Background: an optimization exercise with open tools, aiming at small area, a short achievable clock period and few clock cycles. Do not read the settings as production practice. Where RTL was checked, it was by simulation tests only, not by an equivalence proof against the original. Power is estimated from default activity; no workload was simulated.

Setup of run 1:
==> flow/design.v <==
package mrhm_pkg;
   localparam int COUNT_BITS = 32;
   localparam int DEBOUNCE_BITS = 10;
   localparam int TIMEOUT_BITS  = 32;
   localparam int SECONDS_BITS  = 32;
   localparam int TICKS_BITS    = 32;
   localparam int CSR_DATA_BITS = 32;
   localparam logic [DEBOUNCE_BITS-1:0] DEBOUNCE_RESET = 10'd50;
   localparam logic [TIMEOUT_BITS-1:0]  TIMEOUT_RESET  = 32'd60000;
   typedef enum logic [0:0] {
      CSR_DEBOUNCE = 1'b0,
      CSR_TIMEOUT  = 1'b1
   } csr_index_type;
   typedef enum logic [1:0] {
      MODE_IDLE  = 2'd0,
      MODE_RUN   = 2'd1,
      MODE_PAUSE = 2'd2
   } mode_type;
   typedef enum logic [2:0] {
      EV_NONE   = 3'd0,
      EV_START  = 3'd1,
      EV_PAUSE  = 3'd2,
      EV_RESUME = 3'd3,
      EV_FINISH = 3'd4
   } event_type;
   typedef struct packed {
      logic [DEBOUNCE_BITS-1:0] debounce_ticks;
      logic [TIMEOUT_BITS-1:0]  timeout_ticks;
   } cfg_type;
   typedef struct packed {
      logic                     qualified_level;
      logic [DEBOUNCE_BITS-1:0] stable_count;
      mode_type                 run_mode;
      logic [COUNT_BITS-1:0]    elapsed;
      logic [COUNT_BITS-1:0]    on_total;
      logic [COUNT_BITS-1:0]    off_total;
      logic [SECONDS_BITS-1:0]  start_stamp;
      logic [SECONDS_BITS-1:0]  end_stamp;
   } meter_state_type;
endpackage
module mrhm_step
(
   input  logic                                       cur_run,
   input  logic                                       cur_pause,
   input  logic [mrhm_pkg::DEBOUNCE_BITS-1:0]         cur_stable,
   input  logic                                       cur_stable_ge,
   input  logic [mrhm_pkg::COUNT_BITS-1:0]            cur_elapsed1,
   input  logic                                       cur_elapsed_max,
   input  logic [mrhm_pkg::TICKS_BITS-1:0]            cur_run_sum,
   input  logic [mrhm_pkg::TICKS_BITS-1:0]            cur_on,
   input  logic [mrhm_pkg::TICKS_BITS-1:0]            cur_off,
   input  logic [mrhm_pkg::SECONDS_BITS-1:0]          cur_start,
   input  logic [mrhm_pkg::SECONDS_BITS-1:0]          cur_end,
   input  mrhm_pkg::cfg_type                          cfg,
   input  logic                                       raw_level,
   input  logic [mrhm_pkg::SECONDS_BITS-1:0]          wall_seconds,
   output logic                                       nxt_run,
   output logic                                       nxt_pause,
   output logic [mrhm_pkg::DEBOUNCE_BITS-1:0]         nxt_stable,
   output logic                                       nxt_stable_ge,
   output logic [mrhm_pkg::COUNT_BITS-1:0]            nxt_elapsed1,
   output logic                                       nxt_elapsed_max,
   output logic [mrhm_pkg::TICKS_BITS-1:0]            nxt_run_sum,
   output logic [mrhm_pkg::TICKS_BITS-1:0]            nxt_on,
   output logic [mrhm_pkg::TICKS_BITS-1:0]            nxt_off,
   output logic [mrhm_pkg::SECONDS_BITS-1:0]          nxt_start,
   output logic [mrhm_pkg::SECONDS_BITS-1:0]          nxt_end
);
   logic                             cur_idle;
   logic                             differs, counting, flip, timed_out;
   logic                             ev_start, ev_pause, ev_resume;
   logic [mrhm_pkg::DEBOUNCE_BITS-1:0] stable_inc;
   logic                             elapsed1_max;
   logic [mrhm_pkg::TICKS_BITS-1:0]  sum, other;
   assign cur_idle  = !cur_run && !cur_pause;
   assign differs    = raw_level ^ cur_run;
   assign counting   = differs && !cur_stable_ge;
   assign flip       = differs && cur_stable_ge;
   assign stable_inc = cur_stable + 1'b1;
   assign nxt_stable = counting ? stable_inc : '0;
   assign nxt_stable_ge = counting ? (cur_stable == cfg.debounce_ticks - 1'b1)
                                   : (cfg.debounce_ticks == '0);
   assign timed_out = cur_elapsed1 >= cfg.timeout_ticks;
   assign ev_start  = cur_idle  && flip;
   assign ev_pause  = cur_run   && flip;
   assign ev_resume = cur_pause && flip;
   assign nxt_run   = cur_run ^ flip;
   assign nxt_pause = ev_pause || (cur_pause && !flip && !timed_out);
   assign elapsed1_max    = &cur_elapsed1;
   assign nxt_elapsed1    = flip ? mrhm_pkg::COUNT_BITS'(1)
                          : elapsed1_max ? cur_elapsed1 : cur_elapsed1 + 1'b1;
   assign nxt_elapsed_max = !flip && elapsed1_max;
   assign sum   = cur_elapsed_max ? cur_run_sum : cur_run_sum + 1'b1;
   assign other = cur_run ? cur_off : cur_on;
   assign nxt_run_sum = !flip ? sum : cur_idle ? '0 : other;
   assign nxt_on    = ev_start ? '0 : ev_pause  ? sum : cur_on;
   assign nxt_off   = ev_start ? '0 : ev_resume ? sum : cur_off;
   assign nxt_start = ev_start ? wall_seconds : cur_start;
   assign nxt_end   = ev_pause ? wall_seconds : cur_end;
endmodule
module machine_run_hour_meter
(
   input  logic         clock,
   input  logic         reset,
   input  logic         req_tvalid,
   output logic         req_tready,
   input  logic [39:0]  req_tdata,    
   output logic         rsp_tvalid,
   input  logic         rsp_tready,
   output logic [135:0] rsp_tdata,
   input  logic                               csr_we,
   input  mrhm_pkg::csr_index_type            csr_index,
   input  logic [mrhm_pkg::CSR_DATA_BITS-1:0] csr_wdata
);
   mrhm_pkg::cfg_type                 cfg_ff;
   logic                              run_ff, pause_ff;
   logic [mrhm_pkg::DEBOUNCE_BITS-1:0] stable_ff;
   logic                              stable_ge_ff;
   logic [mrhm_pkg::COUNT_BITS-1:0]   elapsed1_ff;
   logic                              elapsed_max_ff;
   logic [mrhm_pkg::TICKS_BITS-1:0]   run_sum_ff;
   logic [mrhm_pkg::TICKS_BITS-1:0]   on_ff, off_ff;
   logic [mrhm_pkg::SECONDS_BITS-1:0] start_ff, end_ff;
   logic                              prev_run_ff, prev_pause_ff;
   mrhm_pkg::event_type               rsp_event;
   logic                              rsp_valid_ff;
   logic                              nxt_run, nxt_pause;
   logic [mrhm_pkg::DEBOUNCE_BITS-1:0] nxt_stable;
   logic                              nxt_stable_ge;
   logic [mrhm_pkg::COUNT_BITS-1:0]   nxt_elapsed1;
   logic                              nxt_elapsed_max;
   logic [mrhm_pkg::TICKS_BITS-1:0]   nxt_run_sum;
   logic [mrhm_pkg::DEBOUNCE_BITS-1:0] debounce_in;
   logic [mrhm_pkg::TICKS_BITS-1:0]   nxt_on, nxt_off;
   logic [mrhm_pkg::SECONDS_BITS-1:0] nxt_start, nxt_end;
   logic                              req_accept;
   assign req_tready = !rsp_valid_ff || rsp_tready;
   assign req_accept = req_tvalid && req_tready;
   always_ff @(posedge clock) begin
      if (reset) begin
         cfg_ff.debounce_ticks <= mrhm_pkg::DEBOUNCE_RESET;
         cfg_ff.timeout_ticks  <= mrhm_pkg::TIMEOUT_RESET;
      end else if (csr_we) begin
         if (csr_index == mrhm_pkg::CSR_DEBOUNCE)
            cfg_ff.debounce_ticks <= csr_wdata[mrhm_pkg::DEBOUNCE_BITS-1:0];
         else
            cfg_ff.timeout_ticks  <= csr_wdata[mrhm_pkg::TIMEOUT_BITS-1:0];
      end
   end
   assign debounce_in = (csr_we && csr_index == mrhm_pkg::CSR_DEBOUNCE)
                      ? csr_wdata[mrhm_pkg::DEBOUNCE_BITS-1:0] : cfg_ff.debounce_ticks;
   mrhm_step u_step (
      .cur_run      (run_ff),
      .cur_pause    (pause_ff),
      .cur_stable   (stable_ff),
      .cur_stable_ge (stable_ge_ff),
      .cur_elapsed1 (elapsed1_ff),
      .cur_elapsed_max (elapsed_max_ff),
      .cur_run_sum  (run_sum_ff),
      .cur_on       (on_ff),
      .cur_off      (off_ff),
      .cur_start    (start_ff),
      .cur_end      (end_ff),
      .cfg          (cfg_ff),
      .raw_level    (req_tdata[0] | req_tdata[1]),
      .wall_seconds (req_tdata[33:2]),
      .nxt_run      (nxt_run),
      .nxt_pause    (nxt_pause),
      .nxt_stable   (nxt_stable),
      .nxt_stable_ge (nxt_stable_ge),
      .nxt_elapsed1 (nxt_elapsed1),
      .nxt_elapsed_max (nxt_elapsed_max),
      .nxt_run_sum  (nxt_run_sum),
      .nxt_on       (nxt_on),
      .nxt_off      (nxt_off),
      .nxt_start    (nxt_start),
      .nxt_end      (nxt_end)
   );
   always_ff @(posedge clock) begin
      if (reset) begin
         run_ff      <= 1'b0;
         pause_ff    <= 1'b0;
         stable_ff   <= '0;
         on_ff       <= '0;
         off_ff      <= '0;
         start_ff    <= '0;
         end_ff      <= '0;
      end else if (req_accept) begin
         run_ff      <= nxt_run;
         pause_ff    <= nxt_pause;
         stable_ff   <= nxt_stable;
         on_ff       <= nxt_on;
         off_ff      <= nxt_off;
         start_ff    <= nxt_start;
         end_ff      <= nxt_end;
      end
   end
   always_ff @(posedge clock) begin
      if (req_accept) begin
         elapsed1_ff    <= nxt_elapsed1;
         elapsed_max_ff <= nxt_elapsed_max;
         run_sum_ff     <= nxt_run_sum;
      end
   end
   always_ff @(posedge clock) begin
      if (reset) begin
         stable_ge_ff <= 1'b0;
      end else if (req_accept) begin
         stable_ge_ff <= nxt_stable_ge;
      end else begin
         stable_ge_ff <= stable_ff >= debounce_in;
      end
   end
   always_ff @(posedge clock) begin
      if (req_accept) begin
         prev_run_ff   <= run_ff;
         prev_pause_ff <= pause_ff;
      end
   end
   assign rsp_event = mrhm_pkg::event_type'({
      prev_pause_ff && !run_ff && !pause_ff,
      (prev_run_ff && pause_ff) || (prev_pause_ff && run_ff),
      run_ff && !prev_run_ff});
   always_ff @(posedge clock) begin
      if (reset) begin
         rsp_valid_ff <= 1'b0;
      end else if (req_accept) begin
         rsp_valid_ff <= 1'b1;
      end else if (rsp_tready) begin
         rsp_valid_ff <= 1'b0;
      end
   end
   assign rsp_tvalid = rsp_valid_ff;
   assign rsp_tdata  = {3'b000, end_ff, start_ff, off_ff, on_ff,
                        pause_ff, run_ff, rsp_event};
endmodule
Settings: LEC_CHECK=0, CAP_MARGIN=20, CORE_MARGIN=2, CORE_UTILIZATION=40, CTS_CLUSTER_DIAMETER=100, CTS_CLUSTER_SIZE=30, SETUP_SLACK_MARGIN=2.5, SLEW_MARGIN=20; clock period 5.0 ns.
standard.sh (not shown) runs the stock make flow with config.mk's settings and CLKGATE_MAP_FILE= SYNTH_SCRIPT=/design/flow/synth_recipe.tcl, a recipe that flattens the netlist after the stock synthesis.
==> flow/flow/run.sh <==
#!/bin/bash
export BUFFER_PORTS_ARGS="-buffer_cell sky130_fd_sc_hd__buf_1"
bash standard.sh finish > standard.log 2>&1
## Diff of input files: run 2 against run 1
--- a/flow/design.v
+++ b/flow/design.v
@@ -182,4 +182,7 @@
          pause_ff    <= 1'b0;
          stable_ff   <= '0;
+         elapsed1_ff <= mrhm_pkg::COUNT_BITS'(1);
+         elapsed_max_ff <= 1'b0;
+         run_sum_ff  <= '0;
          on_ff       <= '0;
          off_ff      <= '0;
@@ -190,15 +193,11 @@
          pause_ff    <= nxt_pause;
          stable_ff   <= nxt_stable;
+         elapsed1_ff <= nxt_elapsed1;
+         elapsed_max_ff <= nxt_elapsed_max;
+         run_sum_ff  <= nxt_run_sum;
          on_ff       <= nxt_on;
          off_ff      <= nxt_off;
          start_ff    <= nxt_start;
          end_ff      <= nxt_end;
-      end
-   end
-   always_ff @(posedge clock) begin
-      if (req_accept) begin
-         elapsed1_ff    <= nxt_elapsed1;
-         elapsed_max_ff <= nxt_elapsed_max;
-         run_sum_ff     <= nxt_run_sum;
       end
    end
## What came out
Taking run 1 as the reference point, the post-layout minimum cycle time of run 2 falls by 0.017 ns.
Compared with run 1, the router placed more vias in run 2.
Taking run 1 as the reference, in run 2 share of final layout cell area taken by non-clock buffers lost 1.8 points; number of gates on the worst path with buffers counted moved down.
Summary of run 2 over run 1: compound-cell area share of the yosys netlist rose 4.8 points, area growth from synthesis to layout fell 3.5 points, total met2 wirelength after detailed routing rose 1.3 mm, proportion of synthesized chip area in sequential cells fell 6.9 points, final area about even.
Compared to run 1, the routing of run 2 uses more wire.
[compare] base=run 1 new=run 2: power density normalized to cell area went down by 8.2%; worst setup slack went up by 0.017 ns.
Slowest cell on the critical path = sky130_fd_sc_hd__o41a_1: run 2; slowest cell on the critical path = sky130_fd_sc_hd__mux2_4: run 1
Testbench counts of run 2, summed over its fixed seeds: cycles 24,082.
For run 1, only the layout was checked, not whether the RTL still works.

[static timing again, ports no longer ideal]
The flow's constraints put no driver on any port. The routed layouts listed below were extracted and timed again, unchanged, in two steps.
Step 1 sets driving cells, clkbuf_16 on the clock port and buf_2 on the other inputs (assumed; they add their load-dependent delay and slew).
Step 2 times the ports against the registers' clock, not the clock port: input delays grow and output delays shrink by t, the midpoint of the rising clock arrivals with the driver on.
a / b / c = no drivers / after step 1 / after step 2; a / b = the first two.
| run | shift t [ns] | setup WS [ns] | slew at the worst register clock pin (ns) |
|---|---|---|---|
| run 1 | 0.530 | 2.525 / 2.525 / 2.004 | 0.12 / 0.12 |
| run 2 | 0.540 | 2.542 / 2.519 / 2.035 | 0.12 / 0.12 |
After both steps every run listed still meets setup and hold. For run 1, which loses most, drivers alone change the setup slack by 0.000 ns; drivers and shift together by -0.521 ns.
